Source: an optimization exercise on an open RTL-to-GDS flow (aim: a short achievable clock period and few clock cycles). Production flows keep margins and buffers that such runs may drop.
The RTL was checked by simulation tests, not by an equivalence proof against the original design.
Power is estimated from default activity; no workload was simulated.

==> flow/design.v (outline; a module is shown in full before it is edited, if it fits) <==
// module regFile: 25 lines
// module aluCore: 96 lines
// module mulStage1: 780 lines
// module mulStage2: 267 lines
// module aluExecTop: 209 lines
module aluExecTop #(
    parameter int FIFO_DEPTH = 4
) (
    input  wire logic        clk,
    input  wire logic        rstN,
    input  wire logic        PSEL,
    input  wire logic        PENABLE,
    input  wire logic        PWRITE,
    input  wire logic [7:0]  PADDR,
    input  wire logic [31:0] PWDATA,
    output logic      [31:0] PRDATA,
    output logic             PREADY,
    output logic             PSLVERR
);
  // ...
==> flow/flow/run.sh <==
#!/bin/bash
# The standard layout, with timing repair aimed at a shorter period than the
# clock constraint: repair_timing's setup margin asks every path for that much
# slack at the design's own constraint.  Everything else is the standard flow's flow.
set -euo pipefail
bash standard.sh SETUP_SLACK_MARGIN=9.4 finish > make_finish.log 2>&1
==> flow/standard.sh <==
#!/bin/bash
# synth_recipe.tcl (not shown) runs the flow's synth.tcl, then flattens the netlist and writes it again
# the make line also repeats each setting of config.mk as NAME=value (left out here)
make -C /OpenROAD-flow-scripts/flow DESIGN_CONFIG=/design/flow/config.mk WORK_HOME=/design/flow/orfs CLKGATE_MAP_FILE= SYNTH_SCRIPT=/design/flow/synth_recipe.tcl "${@:-finish}"
==> flow/config.mk <==
export PLATFORM = sky130hd
export DESIGN_NAME = aluExecTop
export DESIGN_NICKNAME = aluExecTop
export VERILOG_FILES = /design/flow/design.v
export SDC_FILE = /design/flow/constraint.sdc
export NUM_CORES = 4
export LEC_CHECK = 0
export ABC_CLOCK_PERIOD_IN_PS = 3000
export CAP_MARGIN = 20
export CORE_MARGIN = 2
export CORE_UTILIZATION = 30
export PLACE_DENSITY = 0.5
export SLEW_MARGIN = 20
==> flow/constraint.sdc <==
create_clock -name core_clock -period 13.0 [get_ports {clk}]
set_input_delay 2.6000 -clock core_clock [delete_from_list [all_inputs] [get_ports {clk}]]
set_output_delay 2.6000 -clock core_clock [all_outputs]
set_load 0.01 [all_outputs]
==> metrics.yaml, run 1 <==
synth_area_leaders: "edfxtp_1 (25%), mux4_2 (12%), dfxtp_1 (9.7%), fa_1 (5.7%), and2_1 (5.6%)"
fin_util_pct: 38.3
outcome: "no timing/DRC/antenna violations"
grt_max_degree: 149
largest_cell_class: "multi-input gates"
synthFlopType: "edfxtp_1"
dr.pass1.iters: 6
crit_required_ns: 13.64
grt_pass1_vias: 58000
yosys.area.top_type: "edfxtp_1"
r2r_slack_ns: 8.64
yosys.area_share.simple_pct: 14.3
synth.mux.area_fraction_pct: 15.5
htree_num_levels: 3
post-route-min-period_ns: 4.36
dpl.hpwl_um: 214000
vdd_drop_max_v: 0.000118
end_kind: "register"
syn2layout_area_growth_pct: 26.9
reg2reg_from: "mulRowsQ[4]$_DFF_P_"
reg_top3: "u_regFile.regs x512, mulRowsQ x119"
whs_endpoint: "mulRdQ[2]$_DFF_P_"
avgViaCountPerCell: 6.14
final_common_cell: "edfxtp_1"
multi_input_area_share_pct: 50.9
syn-num-nets: 7379
final.setup.worst_slack_ns: 8.64
tritoncts.num_buffers: 96
die_h_um: 482
ys_async_sr_fraction_pct: 0
vias: 62500
start_util_pct: 30.2
largest_reg_flops: 512
arrival_ns: 5.00
fin_skew_ns: 0.0734
synthDominantCellAreaShare_pct: 25.2
wl_per_cell_um: 34.9
clkPwrFrac_pct: 36.0
Testbench counts, summed over its fixed seeds: cycles 64,324.
==> module regFile, before the edit <==
module regFile (
    input  wire logic        clk,
    input  wire logic        rstN,
    input  wire logic [3:0]  raddrA,
    input  wire logic [3:0]  raddrB,
    output logic      [31:0] rdataA,
    output logic      [31:0] rdataB,
    input  wire logic        we,
    input  wire logic [3:0]  waddr,
    input  wire logic [31:0] wdata
);
    logic [31:0] regs [16];
    always_ff @(posedge clk)
    begin
        if (!rstN)
        begin
            for (int i = 0; i < 16; i++)
                regs[i] <= '0;
        end
        else if (we)
            regs[waddr] <= wdata;
    end
    assign rdataA = regs[raddrA];
    assign rdataB = regs[raddrB];
endmodule
==> module aluExecTop, before the edit <==
module aluExecTop #(
    parameter int FIFO_DEPTH = 4
) (
    input  wire logic        clk,
    input  wire logic        rstN,
    input  wire logic        PSEL,
    input  wire logic        PENABLE,
    input  wire logic        PWRITE,
    input  wire logic [7:0]  PADDR,
    input  wire logic [31:0] PWDATA,
    output logic      [31:0] PRDATA,
    output logic             PREADY,
    output logic             PSLVERR
);
    localparam int MUL_ROWS = 4;
    logic        setup;
    logic        addrInstr, addrFlags, addrRetired, addrReg;
    assign setup       = PSEL && !PENABLE;
    assign addrInstr   = (PADDR == 8'h00);
    assign addrFlags   = (PADDR == 8'h08);
    assign addrRetired = (PADDR == 8'h0C);
    assign addrReg     = (PADDR[7:6] == 2'b01) && (PADDR[1:0] == 2'b00);
    logic [31:0] wdataQ;       
    logic [3:0]  regIdxQ;      
    logic        instrQ;       
    logic        regWrQ;       
    logic        flagWrQ;      
    logic [31:0] opAQ, opBQ;   
    logic [31:0] mulAQ, mulBQ;
    logic [3:0]  flags;
    logic [31:0] retired;
    logic        readyQ;
    logic [31:0] rdataQ;
    logic        wbV;
    logic [3:0]  wbAddr;
    logic [31:0] wbData;
    logic        mulVQ;
    logic [3:0]  mulRdQ;
    logic        mulSfQ;
    logic [MUL_ROWS*32-1:0] mulRowsQ;
    logic [31:0] mulProduct;
    logic        mulZero;
    logic [31:0] rdA, rdB;
    logic [3:0]  raddrA;
    assign raddrA = PWRITE ? PWDATA[19:16] : PADDR[5:2];
    regFile u_regFile (
        .clk    (clk),
        .rstN   (rstN),
        .raddrA (raddrA),
        .raddrB (PWDATA[15:12]),
        .rdataA (rdA),
        .rdataB (rdB),
        .we     (wbV),
        .waddr  (wbAddr),
        .wdata  (wbData)
    );
    logic        mulHitA, mulHitB, wbHitA, wbHitB;
    logic [31:0] opAD, opBD;
    logic        setupMul;
    assign mulHitA = mulVQ && (mulRdQ == PWDATA[19:16]);
    assign mulHitB = mulVQ && (mulRdQ == PWDATA[15:12]);
    assign wbHitA  = wbV && (wbAddr == PWDATA[19:16]);
    assign wbHitB  = wbV && (wbAddr == PWDATA[15:12]);
    assign opAD    = mulHitA ? mulProduct : (wbHitA ? wbData : rdA);
    assign opBD    = mulHitB ? mulProduct : (wbHitB ? wbData : rdB);
    assign setupMul = setup && PWRITE && addrInstr && (PWDATA[27:24] == 4'd2);
    always_ff @(posedge clk)
    begin
        wdataQ  <= PWDATA;
        regIdxQ <= PADDR[5:2];
        opAQ    <= opAD;
        opBQ    <= opBD;
        if (setupMul)
        begin
            mulAQ <= opAD;
            mulBQ <= opBD;
        end
        if (!rstN)
        begin
            instrQ  <= 1'b0;
            regWrQ  <= 1'b0;
            flagWrQ <= 1'b0;
        end
        else
        begin
            instrQ  <= setup && PWRITE && addrInstr;
            regWrQ  <= setup && PWRITE && addrReg;
            flagWrQ <= setup && PWRITE && addrFlags;
        end
    end
    logic [3:0]  opcode;
    logic [3:0]  cond;
    logic        condPass;
    logic        fire;
    logic [31:0] aluRes;
    logic [3:0]  aluFlags;
    logic        writesRd;
    logic        aluWe;
    logic        isMul;
    assign opcode = wdataQ[27:24];
    assign cond   = wdataQ[31:28];
    assign isMul  = (opcode == 4'd2);
    always_comb
    begin
        case (cond)
            4'd0:    condPass = 1'b1;
            4'd1:    condPass = flags[2];
            4'd2:    condPass = !flags[2] && (flags[3] == flags[0]);
            4'd3:    condPass = (flags[3] != flags[0]);
            4'd4:    condPass = (flags[3] == flags[0]);
            4'd5:    condPass = flags[2] || (flags[3] != flags[0]);
            4'd6:    condPass = flags[1] && !flags[2];
            4'd7:    condPass = !flags[1];
            4'd8:    condPass = flags[1];
            default: condPass = 1'b0;
        endcase
    end
    assign fire = instrQ && condPass && (opcode[3:2] != 2'b11);
    aluCore u_aluCore (
        .opcode   (opcode),
        .rnVal    (opAQ),
        .rmVal    (opBQ),
        .imm16    (wdataQ[15:0]),
        .shamt    (wdataQ[4:0]),
        .flagsIn  (flags),
        .result   (aluRes),
        .flagsOut (aluFlags),
        .writesRd (writesRd)
    );
    assign aluWe = fire && writesRd;
    logic [MUL_ROWS*32-1:0] mulRows;
    mulStage1 u_mulStage1 (
        .a    (mulAQ),
        .b    (mulBQ),
        .rows (mulRows)
    );
    mulStage2 u_mulStage2 (
        .rows    (mulRowsQ),
        .product (mulProduct),
        .zero    (mulZero)
    );
    always_ff @(posedge clk)
    begin
        mulRowsQ <= mulRows;
        mulRdQ   <= wdataQ[23:20];
        mulSfQ   <= wdataQ[11];
        if (!rstN)
            mulVQ <= 1'b0;
        else
            mulVQ <= fire && isMul;
    end
    always_ff @(posedge clk)
    begin
        if (!rstN)
            wbV <= 1'b0;
        else
            wbV <= aluWe || mulVQ || regWrQ;
        if (aluWe)
        begin
            wbAddr <= wdataQ[23:20];
            wbData <= aluRes;
        end
        else if (mulVQ)
        begin
            wbAddr <= mulRdQ;
            wbData <= mulProduct;
        end
        else
        begin
            wbAddr <= regIdxQ;
            wbData <= wdataQ;
        end
    end
    always_ff @(posedge clk)
    begin
        if (!rstN)
        begin
            flags   <= '0;
            retired <= '0;
        end
        else
        begin
            if (fire && !isMul && (wdataQ[11] || opcode == 4'd11))
                flags <= aluFlags;
            else if (flagWrQ)
                flags <= wdataQ[3:0];
            else if (mulVQ && mulSfQ)
                flags <= {mulProduct[31], mulZero, flags[1:0]};
            if (fire)
                retired <= retired + 32'd1;
        end
    end
    always_ff @(posedge clk)
    begin
        readyQ <= !(setup && !PWRITE && mulVQ &&
                    ((addrReg && PADDR[5:2] == mulRdQ) || (addrFlags && mulSfQ)));
        if (addrReg)
            rdataQ <= (wbV && wbAddr == PADDR[5:2]) ? wbData : rdA;
        else if (addrFlags)
            rdataQ <= {28'b0, flags};
        else if (addrRetired)
            rdataQ <= retired;
        else
            rdataQ <= '0;
    end
    assign PRDATA  = rdataQ;
    assign PREADY  = readyQ;
    assign PSLVERR = 1'b0;
endmodule
==> run 2: changes to the inputs <==
--- a/flow/design.v
+++ b/flow/design.v
@@ -54,25 +54,38 @@
     input  wire logic        rstN,
     input  wire logic [3:0]  raddrA,
     input  wire logic [3:0]  raddrB,
+    input  wire logic [3:0]  raddrH,
     output logic      [31:0] rdataA,
     output logic      [31:0] rdataB,
-    input  wire logic        we,
-    input  wire logic [3:0]  waddr,
-    input  wire logic [31:0] wdata
+    output logic      [31:0] rdataH,
+    input  wire logic        aluWe,
+    input  wire logic [3:0]  aluWaddr,
+    input  wire logic [31:0] aluWdata,
+    input  wire logic        hostWe,
+    input  wire logic [3:0]  hostWaddr,
+    input  wire logic [31:0] hostWdata,
+    input  wire logic        mulWe,
+    input  wire logic [3:0]  mulWaddr,
+    input  wire logic [31:0] mulWdata
 );
     logic [31:0] regs [16];
     always_ff @(posedge clk)
     begin
-        if (!rstN)
+        for (int i = 0; i < 16; i++)
         begin
-            for (int i = 0; i < 16; i++)
+            if (!rstN)
                 regs[i] <= '0;
+            else if (aluWe && aluWaddr == 4'(i))
+                regs[i] <= aluWdata;
+            else if (hostWe && hostWaddr == 4'(i))
+                regs[i] <= hostWdata;
+            else if (mulWe && mulWaddr == 4'(i))
+                regs[i] <= mulWdata;
         end
-        else if (we)
-            regs[waddr] <= wdata;
     end
     assign rdataA = regs[raddrA];
     assign rdataB = regs[raddrB];
+    assign rdataH = regs[raddrH];
 endmodule
 `default_nettype wire
 `default_nettype none
@@ -1251,92 +1264,101 @@
     logic        regWrQ;       
     logic        flagWrQ;      
     logic [31:0] opAQ, opBQ;   
-    logic [31:0] mulAQ, mulBQ;
     logic [3:0]  flags;
     logic [31:0] retired;
     logic        readyQ;
     logic [31:0] rdataQ;
-    logic        wbV;
-    logic [3:0]  wbAddr;
-    logic [31:0] wbData;
     logic        mulVQ;
+    logic        mulWbVQ;
     logic [3:0]  mulRdQ;
     logic        mulSfQ;
     logic [MUL_ROWS*32-1:0] mulRowsQ;
+    logic [31:0] mulResQ;
+    logic        mulZeroQ;
     logic [31:0] mulProduct;
     logic        mulZero;
-    logic [31:0] rdA, rdB;
-    logic [3:0]  raddrA;
-    assign raddrA = PWRITE ? PWDATA[19:16] : PADDR[5:2];
+    logic [31:0] rdA, rdB, rdH;
+    logic        aluWe;
+    logic [31:0] aluRes;
     regFile u_regFile (
-        .clk    (clk),
-        .rstN   (rstN),
-        .raddrA (raddrA),
-        .raddrB (PWDATA[15:12]),
-        .rdataA (rdA),
-        .rdataB (rdB),
-        .we     (wbV),
-        .waddr  (wbAddr),
-        .wdata  (wbData)
+        .clk       (clk),
+        .rstN      (rstN),
+        .raddrA    (PWDATA[19:16]),
+        .raddrB    (PWDATA[15:12]),
+        .raddrH    (PADDR[5:2]),
+        .rdataA    (rdA),
+        .rdataB    (rdB),
+        .rdataH    (rdH),
+        .aluWe     (aluWe),
+        .aluWaddr  (wdataQ[23:20]),
+        .aluWdata  (aluRes),
+        .hostWe    (regWrQ),
+        .hostWaddr (regIdxQ),
+        .hostWdata (wdataQ),
+        .mulWe     (mulWbVQ),
+        .mulWaddr  (mulRdQ),
+        .mulWdata  (mulResQ)
     );
-    logic        mulHitA, mulHitB, wbHitA, wbHitB;
-    logic [31:0] opAD, opBD;
-    logic        setupMul;
-    assign mulHitA = mulVQ && (mulRdQ == PWDATA[19:16]);
-    assign mulHitB = mulVQ && (mulRdQ == PWDATA[15:12]);
-    assign wbHitA  = wbV && (wbAddr == PWDATA[19:16]);
-    assign wbHitB  = wbV && (wbAddr == PWDATA[15:12]);
-    assign opAD    = mulHitA ? mulProduct : (wbHitA ? wbData : rdA);
-    assign opBD    = mulHitB ? mulProduct : (wbHitB ? wbData : rdB);
-    assign setupMul = setup && PWRITE && addrInstr && (PWDATA[27:24] == 4'd2);
+    logic        mulPend;
+    logic        hazard;
+    logic        last;
+    logic        readsRn, readsRm;
+    assign mulPend = mulVQ || mulWbVQ;
+    assign readsRn = (PWDATA[27:24] <= 4'd5) || (PWDATA[27:24] == 4'd11);
+    assign readsRm = (PWDATA[27:24] <= 4'd11) && (PWDATA[27:24] != 4'd6);
+    assign hazard  = PSEL && mulPend &&
+                     (PWRITE ? (addrInstr && ((readsRn && PWDATA[19:16] == mulRdQ) ||
+                                              (readsRm && PWDATA[15:12] == mulRdQ)))
+                             : ((addrReg && PADDR[5:2] == mulRdQ) ||
+                                (addrFlags && mulSfQ)));
+    assign last    = PSEL && (!PENABLE || !readyQ) && !hazard;
     always_ff @(posedge clk)
     begin
         wdataQ  <= PWDATA;
         regIdxQ <= PADDR[5:2];
-        opAQ    <= opAD;
-        opBQ    <= opBD;
-        if (setupMul)
-        begin
-            mulAQ <= opAD;
-            mulBQ <= opBD;
-        end
+        opAQ    <= rdA;
+        opBQ    <= rdB;
+        rdataQ  <= (rdH & {32{addrReg}}) | ({28'b0, flags} & {32{addrFlags}}) |
+                   (retired & {32{addrRetired}});
         if (!rstN)
         begin
+            readyQ  <= 1'b1;
             instrQ  <= 1'b0;
             regWrQ  <= 1'b0;
             flagWrQ <= 1'b0;
         end
         else
         begin
-            instrQ  <= setup && PWRITE && addrInstr;
-            regWrQ  <= setup && PWRITE && addrReg;
-            flagWrQ <= setup && PWRITE && addrFlags;
+            readyQ  <= !hazard;
+            instrQ  <= last && PWRITE && addrInstr;
+            regWrQ  <= last && PWRITE && addrReg;
+            flagWrQ <= last && PWRITE && addrFlags;
         end
     end
     logic [3:0]  opcode;
     logic [3:0]  cond;
+    logic [3:0]  flagsNow;
     logic        condPass;
     logic        fire;
-    logic [31:0] aluRes;
     logic [3:0]  aluFlags;
     logic        writesRd;
-    logic        aluWe;
     logic        isMul;
     assign opcode = wdataQ[27:24];
     assign cond   = wdataQ[31:28];
     assign isMul  = (opcode == 4'd2);
+    assign flagsNow = (mulWbVQ && mulSfQ) ? {mulResQ[31], mulZeroQ, flags[1:0]} : flags;
     always_comb
     begin
         case (cond)
             4'd0:    condPass = 1'b1;
-            4'd1:    condPass = flags[2];
-            4'd2:    condPass = !flags[2] && (flags[3] == flags[0]);
-            4'd3:    condPass = (flags[3] != flags[0]);
-            4'd4:    condPass = (flags[3] == flags[0]);
-            4'd5:    condPass = flags[2] || (flags[3] != flags[0]);
-            4'd6:    condPass = flags[1] && !flags[2];
-            4'd7:    condPass = !flags[1];
-            4'd8:    condPass = flags[1];
+            4'd1:    condPass = flagsNow[2];
+            4'd2:    condPass = !flagsNow[2] && (flagsNow[3] == flagsNow[0]);
+            4'd3:    condPass = (flagsNow[3] != flagsNow[0]);
+            4'd4:    condPass = (flagsNow[3] == flagsNow[0]);
+            4'd5:    condPass = flagsNow[2] || (flagsNow[3] != flagsNow[0]);
+            4'd6:    condPass = flagsNow[1] && !flagsNow[2];
+            4'd7:    condPass = !flagsNow[1];
+            4'd8:    condPass = flagsNow[1];
             default: condPass = 1'b0;
         endcase
     end
@@ -1347,7 +1369,7 @@
         .rmVal    (opBQ),
         .imm16    (wdataQ[15:0]),
         .shamt    (wdataQ[4:0]),
-        .flagsIn  (flags),
+        .flagsIn  (flagsNow),
         .result   (aluRes),
         .flagsOut (aluFlags),
         .writesRd (writesRd)
@@ -1355,8 +1377,8 @@
     assign aluWe = fire && writesRd;
     logic [MUL_ROWS*32-1:0] mulRows;
     mulStage1 u_mulStage1 (
-        .a    (mulAQ),
-        .b    (mulBQ),
+        .a    (opAQ),
+        .b    (opBQ),
         .rows (mulRows)
     );
     mulStage2 u_mulStage2 (
@@ -1367,33 +1389,22 @@
     always_ff @(posedge clk)
     begin
         mulRowsQ <= mulRows;
-        mulRdQ   <= wdataQ[23:20];
-        mulSfQ   <= wdataQ[11];
-        if (!rstN)
-            mulVQ <= 1'b0;
-        else
-            mulVQ <= fire && isMul;
-    end
-    always_ff @(posedge clk)
-    begin
-        if (!rstN)
-            wbV <= 1'b0;
-        else
-            wbV <= aluWe || mulVQ || regWrQ;
-        if (aluWe)
+        if (fire && isMul)
         begin
-            wbAddr <= wdataQ[23:20];
-            wbData <= aluRes;
+            mulRdQ <= wdataQ[23:20];
+            mulSfQ <= wdataQ[11];
         end
-        else if (mulVQ)
+        mulResQ  <= mulProduct;
+        mulZeroQ <= mulZero;
+        if (!rstN)
         begin
-            wbAddr <= mulRdQ;
-            wbData <= mulProduct;
+            mulVQ   <= 1'b0;
+            mulWbVQ <= 1'b0;
         end
         else
         begin
-            wbAddr <= regIdxQ;
-            wbData <= wdataQ;
+            mulVQ   <= fire && isMul;
+            mulWbVQ <= mulVQ;
         end
     end
     always_ff @(posedge clk)
@@ -1409,25 +1420,12 @@
                 flags <= aluFlags;
             else if (flagWrQ)
                 flags <= wdataQ[3:0];
-            else if (mulVQ && mulSfQ)
-                flags <= {mulProduct[31], mulZero, flags[1:0]};
+            else if (mulWbVQ && mulSfQ)
+                flags <= {mulResQ[31], mulZeroQ, flags[1:0]};
             if (fire)
                 retired <= retired + 32'd1;
         end
     end
-    always_ff @(posedge clk)
-    begin
-        readyQ <= !(setup && !PWRITE && mulVQ &&
-                    ((addrReg && PADDR[5:2] == mulRdQ) || (addrFlags && mulSfQ)));
-        if (addrReg)
-            rdataQ <= (wbV && wbAddr == PADDR[5:2]) ? wbData : rdA;
-        else if (addrFlags)
-            rdataQ <= {28'b0, flags};
-        else if (addrRetired)
-            rdataQ <= retired;
-        else
-            rdataQ <= '0;
-    end
     assign PRDATA  = rdataQ;
     assign PREADY  = readyQ;
     assign PSLVERR = 1'b0;
--- a/flow/config.mk
+++ b/flow/config.mk
@@ -6,8 +6,8 @@
 export NUM_CORES = 4
 export LEC_CHECK = 0
 export ABC_CLOCK_PERIOD_IN_PS = 3000
-export CAP_MARGIN = 20
+export CAP_MARGIN = 35
 export CORE_MARGIN = 2
 export CORE_UTILIZATION = 30
 export PLACE_DENSITY = 0.5
-export SLEW_MARGIN = 20
+export SLEW_MARGIN = 35
==> run 2 against run 1 <==
Fmax is 0.99% higher. Worst hold slack better by 0.029 ns. Still clean. Clock-buffer cell count is 9 higher. Critical path type unchanged. Synthesized cell count is 43% higher. Setup slack better by 0.043 ns. Routed wire length is 58% higher. Critical path depth is 2 lower. Sequential power is about 10% lower. Critical endpoint is now mulResQ[30]$_DFF_P_. Via count is 53% higher. Flip-flop and latch count is 67 lower.
==> metrics.yaml, run 2 <==
outcome: "no timing/DRC/antenna violations"
reg2reg_depth: 15
reg_top3: "u_regFile.regs x512, mulRowsQ x119"
drt_iter0_drc: 18200
multi_input_area_um2: 58300
fin_util_pct: 39.3  # +1.0 points
nFillCells: 24800
yosysMostFrequentCell: "nor2_1"
whs_path_depth: 1
synth.ff_latch_count: 843
grt_usage_pct: 40.3
arrival_ns: 5.08  # +0.08 ns
crit_path_max_fanout: 2
cap_violations: 0
final_common_cell: "nor2_1"
ys_types: 91
die_h_um: 504  # +4.4%
die_area_um2: 254000
synthDominantCellAreaShare_pct: 22.4  # -2.8 points
vias: 95800  # +53%
drcViolationCount: 0
fin_skew_ns: 0.143  # +0.0695 ns
sequentialPowerShare_pct: 31.4
synthFlopType: "dfxtp_1"
htree_num_levels: 3  # unchanged
ioPinCount: 79
power_frac_comb_pct: 34.7
p_int_w: 0.00565
tritoncts.num_buffers: 106  # +10%
yosysWarnings: 5
fin_setup_tns_ns: 0
cts_root_buf: "clkbuf_16"
antenna_found_initial: 58
grt-ovfl-total: 0
start_util_pct: 30.1  # -0.054 points
nets: 10400
synth_common_cells: "nor2_1 (1086), a21oi_1 (1055), clkbuf_1 (938), dfxtp_1 (838), nand2_1 (731)"
max_freq_mhz: 232
stdcell_count: 13400
syn_inst: 9977
tightest_slew_ns: 1.15
end_kind: "register"
grt_pass1_vias: 83900  # +45%
yosys.area.top_type: "dfxtp_1"
tritoncts: "done"
grt_max_degree: 111  # -26%
cts_max_path_buffers: 3
vdd_drop_max_v: 0.000130  # +10%
min_path_type: "register to register"
layout-drive-gt1-share_pct: 22.5
syn2layout_area_growth_pct: 30.5
path_clk_slew_ns: 0.06
synth.cell_area_um2: 74900
grt_pass1_wl_um: 713000
p_sw_share_pct: 40.3
seq_area_um2: 17200
avgViaCountPerCell: 7.14  # +16%
max_slew_margin_pct: 23.3
clk_latency_ns: 0.88
placementRows: 183
slew_violations: 0
switchingPower_w: 0.00382
finalWeightedCongestion: 1.05
syn-mean-instance-area_um2: 7.50
top_register: "u_regFile.regs"
wl_per_cell_um: 41.7  # +20%
final_cell_mix: "nor2_1 (1013), a21oi_1 (956), dfxtp_1 (742), nand2_1 (681), a22oi_1 (546)"
postRouteAntennaNets: 0
ys_async_sr_fraction_pct: 0  # unchanged
yosysSeqAreaShare_pct: 22.6
dr.pass1.iters: 15  # +9
postLayoutCellArea_um2: 97700
dpl.hpwl_um: 322000  # +50%
core_um2: 248000
port_buffers: 77
crit_required_ns: 13.77  # +0.13 ns
syn-num-nets: 10400  # +41%
clkPwrFrac_pct: 34.0  # -2.0 points
power.density_nw_per_um2: 96.9
largest_reg_flops: 512  # unchanged
drt-total-wl_um: 560000
p_leak_nw: 33.8
worstSetupPathType: "register to register"
dieWidth_um: 504
post_dp_cell_area_um2: 79700
cp-start-kind: "register"
synth_area_leaders: "dfxtp_1 (22%), a21oi_1 (7.1%), mux2i_1 (6.9%), a22oi_1 (5.7%), nor2_1 (5.4%)"
setup_violations: 0
cts.sinks: 843
synth_edf_count: 5
hold_viol_final: 0
numPlacedInstances: 12600
post-route-min-period_ns: 4.32  # -0.0429 ns
finalCritPeriodShare_pct: 33.2
rsz0062_at_grt: "yes"
## run 2: cell count changes after synthesis, moves of 248 or more
cell,change
nor2_1,+608
nand3_1,+258
a22oi_1,+454
nand2_1,+248
o21ai_0,+298
and2_1,-585
clkbuf_1,+381
a21oi_1,+600
mux2i_1,+330
edfxtp_1,-571
dfxtp_1,+504
mux4_2,-284
## run 2: cells by family (layout without fill, tap and decap cells)
group                    count (synthesis)  after routing  synth area share, %
AO/OA/AOI/OAI                         3787           3792                 33.1
AND/OR/NAND/NOR                       2621           2625                 15.3
buffers and inverters                 1454           1486                 7.64
flip-flops                             843            843                 22.6
multiplexers                           650            650                 10.2
adder cells (fa/ha/maj)                381            381                 8.31
XOR/XNOR                               240            240                 2.81
other                                    1             76              0.00501
## run 2: power by group through the flow
stage          Clock [W]  Combinational, W  Sequential, W
3_5_place_dp           0           0.00241        0.00302
6_report         0.00322           0.00328        0.00297
4_1_cts          0.00321           0.00283        0.00295
5_1_grt          0.00330           0.00332        0.00297
3_3_place_gp           0           0.00238        0.00302
2_1_floorplan          0           0.00148        0.00282
## run 2: layout make-up
class	instances	area share, %
timing repair buffer	968	13.1
inverter	323	1.44
clock inverter	46	0.620
multi-input combinational	7689	59.7
antenna	75	0.192
clock buffer	149	3.14
tap	3330	4.27
sequential	843	17.6
## run 2: critical path, cell delays in order, from the launching register on
cell       delay, ns
dfxtp_2         0.32
inv_2           0.03
fa_1            0.49
fa_1            0.53
inv_2           0.05
ha_4            0.23
o21a_1          0.19
o2111a_2        0.30
a2111oi_4       0.48
o21bai_4        0.15
a211oi_4        0.37
o31ai_4         0.12
a41o_2          0.32
o211ai_1        0.28
xnor2_2         0.24
buf_6           0.23
## run 2: final timing paths
check / start / to / slack [ns]
max reg2reg: mulRowsQ[71]$_DFF_P_ / mulResQ[30]$_DFF_P_ / 8.68
min reg2reg: mulVQ$_SDFF_PN0_ / mulWbVQ$_SDFF_PN0_ / 0.46
min: mulVQ$_SDFF_PN0_ / mulWbVQ$_SDFF_PN0_ / 0.46
max: mulRowsQ[71]$_DFF_P_ / mulResQ[30]$_DFF_P_ / 8.68
## run 2: routing by layer
| metal | global-route usage, % | share of wire (%) | vias to the layer above |
|---|---|---|---|
| met4 | 30.4 | 10 | 68 |
| met3 | 23.1 | 18 | 3010 |
| met5 | 1.79 | 0.27 | - |
| met1 | 46.3 | 34 | 46200 |
| li1 | - | - | 37000 |
| met2 | 54.5 | 38 | 9446 |
## run 2: per-stage QoR
stage	hold slack [ns]	setup slack (ns)	total power (W)
3_3_place_gp	0.441	6.70	0.00540
6_report	0.456	8.68	0.00947
3_5_place_dp	0.438	6.74	0.00543
5_1_grt	0.482	8.60	0.00959
4_1_cts	0.452	8.73	0.00899
2_1_floorplan	0.397	8.77	0.00429
## run 2: timing repair
action	CTS	global route
hold endpoints to repair	0	0
hold buffers	0	0
endpoints found under the setup margin	755	673
gates resized for setup	1306	734
pin swaps	194	371
cloned	49	41
setup buffers	285	198
Testbench counts of run 2, summed over its fixed seeds: cycles 64,598.
==> run 3: changes to the inputs <==
--- a/flow/design.v
+++ b/flow/design.v
@@ -54,10 +54,8 @@
     input  wire logic        rstN,
     input  wire logic [3:0]  raddrA,
     input  wire logic [3:0]  raddrB,
-    input  wire logic [3:0]  raddrH,
     output logic      [31:0] rdataA,
     output logic      [31:0] rdataB,
-    output logic      [31:0] rdataH,
     input  wire logic        aluWe,
     input  wire logic [3:0]  aluWaddr,
     input  wire logic [31:0] aluWdata,
@@ -85,7 +83,6 @@
     end
     assign rdataA = regs[raddrA];
     assign rdataB = regs[raddrB];
-    assign rdataH = regs[raddrH];
 endmodule
 `default_nettype wire
 `default_nettype none
@@ -1277,18 +1274,18 @@
     logic        mulZeroQ;
     logic [31:0] mulProduct;
     logic        mulZero;
-    logic [31:0] rdA, rdB, rdH;
+    logic [31:0] rdA, rdB;
+    logic [3:0]  raddrA;
+    assign raddrA = PWRITE ? PWDATA[19:16] : PADDR[5:2];
     logic        aluWe;
     logic [31:0] aluRes;
     regFile u_regFile (
         .clk       (clk),
         .rstN      (rstN),
-        .raddrA    (PWDATA[19:16]),
+        .raddrA    (raddrA),
         .raddrB    (PWDATA[15:12]),
-        .raddrH    (PADDR[5:2]),
         .rdataA    (rdA),
         .rdataB    (rdB),
-        .rdataH    (rdH),
         .aluWe     (aluWe),
         .aluWaddr  (wdataQ[23:20]),
         .aluWdata  (aluRes),
@@ -1318,7 +1315,7 @@
         regIdxQ <= PADDR[5:2];
         opAQ    <= rdA;
         opBQ    <= rdB;
-        rdataQ  <= (rdH & {32{addrReg}}) | ({28'b0, flags} & {32{addrFlags}}) |
+        rdataQ  <= (rdA & {32{addrReg}}) | ({28'b0, flags} & {32{addrFlags}}) |
                    (retired & {32{addrRetired}});
         if (!rstN)
         begin
==> run 3 against run 2 <==
Global-route usage is essentially flat. Combinational power shrank 7.3%. Final area is 1.9% lower. Still clean on timing, DRC and antenna.
==> metrics.yaml, run 3 <==
outcome: "no timing/DRC/antenna violations"
cts_root_buf: "clkbuf_16"
path_cells: "buf_12 > clkinv_8 > ha_4 > or4_4 > or4_4 > a21o_4 > a31oi_4 > buf_6 > buf_6 > buf_6 > o21ai_4 > a221o_1 > a21bo_4 > buf_12 > nand2_4 > a21oi_2"
max_freq_mhz: 239  # +3.1%
dieWidth_um: 494  # -1.8%
holdWs_ns: 0.488  # +0.0325 ns
start_util_pct: 30.2  # +0.10 points
vdd_drop_max_v: 0.000143  # +11%
synthFlopType: "dfxtp_1"
crit_required_ns: 13.68  # -0.09 ns
dr.pass1.iters: 15  # unchanged
slowest_delay_ns: 0.58  # +0.05 ns
cts.sinks: 843  # unchanged
hold_viol_final: 0  # unchanged
max_slew_margin_pct: 28.9  # +5.6 points
power.density_nw_per_um2: 97.0  # about the same
dpl.hpwl_um: 302000  # -6.2%
core_um2: 239000  # -4.0%
postRouteAntennaNets: 0  # unchanged
arrival_ns: 4.87  # -0.21 ns
path_clk_slew_ns: 0.07  # about the same
final_cell_mix: "nand2_1 (972), a21oi_1 (879), dfxtp_1 (724), nor2_1 (602), mux2i_1 (502)"
final.setup.worst_slack_ns: 8.82  # +0.131 ns
end_kind: "register"
slew_violations: 0  # unchanged
ys_types: 98  # +7.7%
yosysWarnings: 5  # unchanged
reg2reg_depth: 16  # +1
worstSetupPathType: "register to register"
synth_area_leaders: "dfxtp_1 (23%), a21oi_1 (7.3%), mux2i_1 (7.2%), nand2_1 (5.8%), fa_1 (5.4%)"
setup_violations: 0  # unchanged
yosysSeqAreaShare_pct: 23.5  # +0.86 points
grt_usage_pct: 40.3  # about the same
clk_latency_ns: 0.84  # -0.04 ns
finalCritPeriodShare_pct: 32.2  # -1.0 points
crit_slowest_cell: "dfxtp_4"
layout-drive-gt1-share_pct: 24.4  # +1.9 points
worstReg2RegEnd: "u_regFile.regs[3][22]$_SDFFE_PN0P_"
tritoncts: "done"
crit_top_cell: "buf_6"
post_dp_cell_area_um2: 76500  # -4.0%
cts_max_path_buffers: 3  # unchanged
yosys.area.top_type: "dfxtp_1"
post-route-min-period_ns: 4.18  # -0.131 ns
cp-start-kind: "register"
htree_num_levels: 3  # unchanged
reg_top3: "u_regFile.regs x512, mulRowsQ x119"
min_path_type: "register to register"
vias: 90400  # -5.6%
synthDominantCellAreaShare_pct: 23.3  # +0.85 points
cap_violations: 0  # unchanged
syn2layout_area_growth_pct: 32.8
drt-total-wl_um: 531000  # -5.3%
grt_pass1_vias: 80100  # -4.5%
rsz0062_at_grt: "yes"
path_delay_family: "compound AO/OA/AOI/OAI gates"
whs_endpoint: "mulWbVQ$_SDFF_PN0_"
grt-ovfl-total: 0  # unchanged
r2r_slack_ns: 8.82  # +0.13 ns
reg2reg_from: "opBQ[8]$_DFF_P_"
worstHoldStart: "mulVQ$_SDFF_PN0_"
finalWeightedCongestion: 1.01  # -3.6%
postLayoutCellArea_um2: 95800  # -1.9%
p_leak_nw: 34.0  # +0.48%
avgViaCountPerCell: 7.03  # -1.5%
drcViolationCount: 0  # unchanged
grt_max_degree: 121  # +9.0%
nets: 10000  # -3.4%
grt_pass1_wl_um: 688000  # -3.6%
place_ws_ns: 6.98  # +0.241 ns
antenna_found_initial: 43  # -26%
synth_edf_count: 5  # unchanged
yosysMostFrequentCell: "nand2_1"
fin_setup_tns_ns: 0  # unchanged
ioPinCount: 79  # unchanged
whs_path_depth: 1  # unchanged
port_buffers: 77  # unchanged
tightest_slew_ns: 1.04  # -0.112 ns
final_common_cell: "nand2_1"
syn-num-nets: 9998  # -3.9%
fin_skew_ns: 0.116  # -0.0271 ns
wl_per_cell_um: 41.3  # -1.2%
die_area_um2: 244000  # -3.6%
ys_async_sr_fraction_pct: 0  # unchanged
drt_iter0_drc: 16500  # -9.6%
crit_path_max_fanout: 8  # +6
syn_inst: 9572  # -4.1%
syn-mean-instance-area_um2: 7.53  # +0.42%
top_register: "u_regFile.regs"
die_h_um: 494  # -1.8%
tritoncts.num_buffers: 106  # unchanged
largest_reg_flops: 512  # unchanged
placementRows: 179  # -2.2%
path_buf_inv: 6  # +3
synth_common_cells: "nand2_1 (1121), a21oi_1 (1050), clkbuf_1 (881), dfxtp_1 (838), nor2_1 (665)"
synth.ff_latch_count: 843  # unchanged
synth.cell_area_um2: 72100  # -3.7%
-- run 3: cell types whose count changed after synthesis, moves of 39 or more --
cell	change
a211oi_1	-186
a22oi_1	-195
clkbuf_1	-57
nand2_1	+390
nand4_1	-49
nor2_1	-421
o211ai_1	+213
o22ai_1	-61
xor2_1	-39
-- run 3: power breakdown --
part | total (W) | internal [W] | switching, W
logic | 0.00304 | 0.00117 | 0.00187
registers | 0.00303 | 0.00268 | 0.000351
clock network | 0.00322 | 0.00182 | 0.00140
total | 0.00929 | 0.00567 | 0.00362
-- run 3: worst max path at each step --
stage / to / startpoint / depth (start not counted)
after CTS: mulResQ[31]$_DFF_P_ / mulRowsQ[68]$_DFF_P_ / 14
after detailed placement: rdataQ[9]$_DFF_P_ / PWRITE / 10
after global placement: rdataQ[6]$_DFF_P_ / PWRITE / 10
after floorplan: rdataQ[13]$_DFF_P_ / PWRITE / 10
after global routing: mulResQ[31]$_DFF_P_ / mulRowsQ[4]$_DFF_P_ / 14
final: u_regFile.regs[3][22]$_SDFFE_PN0P_ / opBQ[8]$_DFF_P_ / 16
-- run 3: kinds of logic after synthesis --
| logic type | count (synthesis) | share of synthesized area (%) |
|---|---|---|
| muxes | 637 | 10.6 |
| DFF | 843 | 23.5 |
| AOI/OAI and AO/OA | 3538 | 31.7 |
| buffers and inverters | 1415 | 7.58 |
| xor gates and xnor gates | 227 | 2.76 |
| and+or+nand+nor | 2528 | 15.2 |
| other | 1 | 0.00520 |
| adders and majority gates | 383 | 8.66 |
-- run 3: per-layer routing --
layer / up-vias / global-route usage (%) / share of wire [%]
met5: - / 0.450 / 0.14
met4: 36 / 33.8 / 11
met3: 2643 / 18.0 / 16
met2: 8521 / 54.8 / 38
met1: 43900 / 48.1 / 35
li1: 35300 / - / -
-- run 3: stage by stage --
step                      total power, W  util (%)  std cells
final                            0.00929      40.2      12900
after CTS                        0.00890      38.2      12700
after floorplan                  0.00432         -       9572
after global placement           0.00523      32.0      12000
after detailed placement         0.00524      32.1      12000
after global routing             0.00945      40.1      12800
-- run 3: worst reg2reg max path, stage by stage (launching register included) --
cell	delay, ns
dfxtp_4	0.58
buf_12	0.20
clkinv_8	0.04
ha_4	0.25
or4_4	0.48
or4_4	0.50
a21o_4	0.22
a31oi_4	0.26
buf_6	0.15
buf_6	0.08
buf_6	0.08
o21ai_4	0.09
a221o_1	0.40
a21bo_4	0.33
buf_12	0.21
nand2_4	0.13
a21oi_2	0.05
-- run 3: timing repair --
action | CTS | global route
setup buffers | 337 | 133
gates cloned | 96 | 28
hold buffers | 0 | 0
pin swaps | 355 | 375
setup endpoints to repair | 756 | 690
gates resized for setup | 1532 | 760
-- run 3: area by class of cell --
type                    instances  area (um^2)
diodes                         33         82.6
clock buffers                 157         3150
clock inverters                36          517
fillers                     23700       143000
inverters                     343         1540
multi-input cells            7319        55700
flip-flops and latches        843        17200
well taps                    3167         3960
repair buffers                961        13600
repair inverters                2         22.5
Testbench counts of run 3, summed over its fixed seeds: cycles 64,598.

==> afterwards: timing with drivers on the ports <==
No port has a modelled driver above. Below, the same layouts with a new extraction and two added sets of constraints. Step 1 assumes that a clkbuf_16 drives the clock port and a buf_2 every other input. Step 2 times the ports against the registers' clock, not the clock port: input delays grow and output delays shrink by t, the midpoint of the rising clock arrivals with the driver on. Three values: no drivers, after step 1, after step 2; two values: the first two.
| run | t, ns | setup slack, ns | worst register clock-pin slew, ns | pins driven straight from the clock port |
|---|---|---|---|---|
| run 1 | 0.831 | 8.642 / 8.328 / 7.498 | 0.07 / 0.07 | 1 |
| run 2 | 0.903 | 8.685 / 8.685 / 8.202 | 0.07 / 0.07 | 1 |
| run 3 | 0.862 | 8.816 / 8.816 / 8.070 | 0.09 / 0.09 | 1 |
After both steps every run listed still meets setup and hold. For run 1, which loses most, drivers alone change the setup slack by -0.314 ns; drivers and shift together by -1.144 ns.
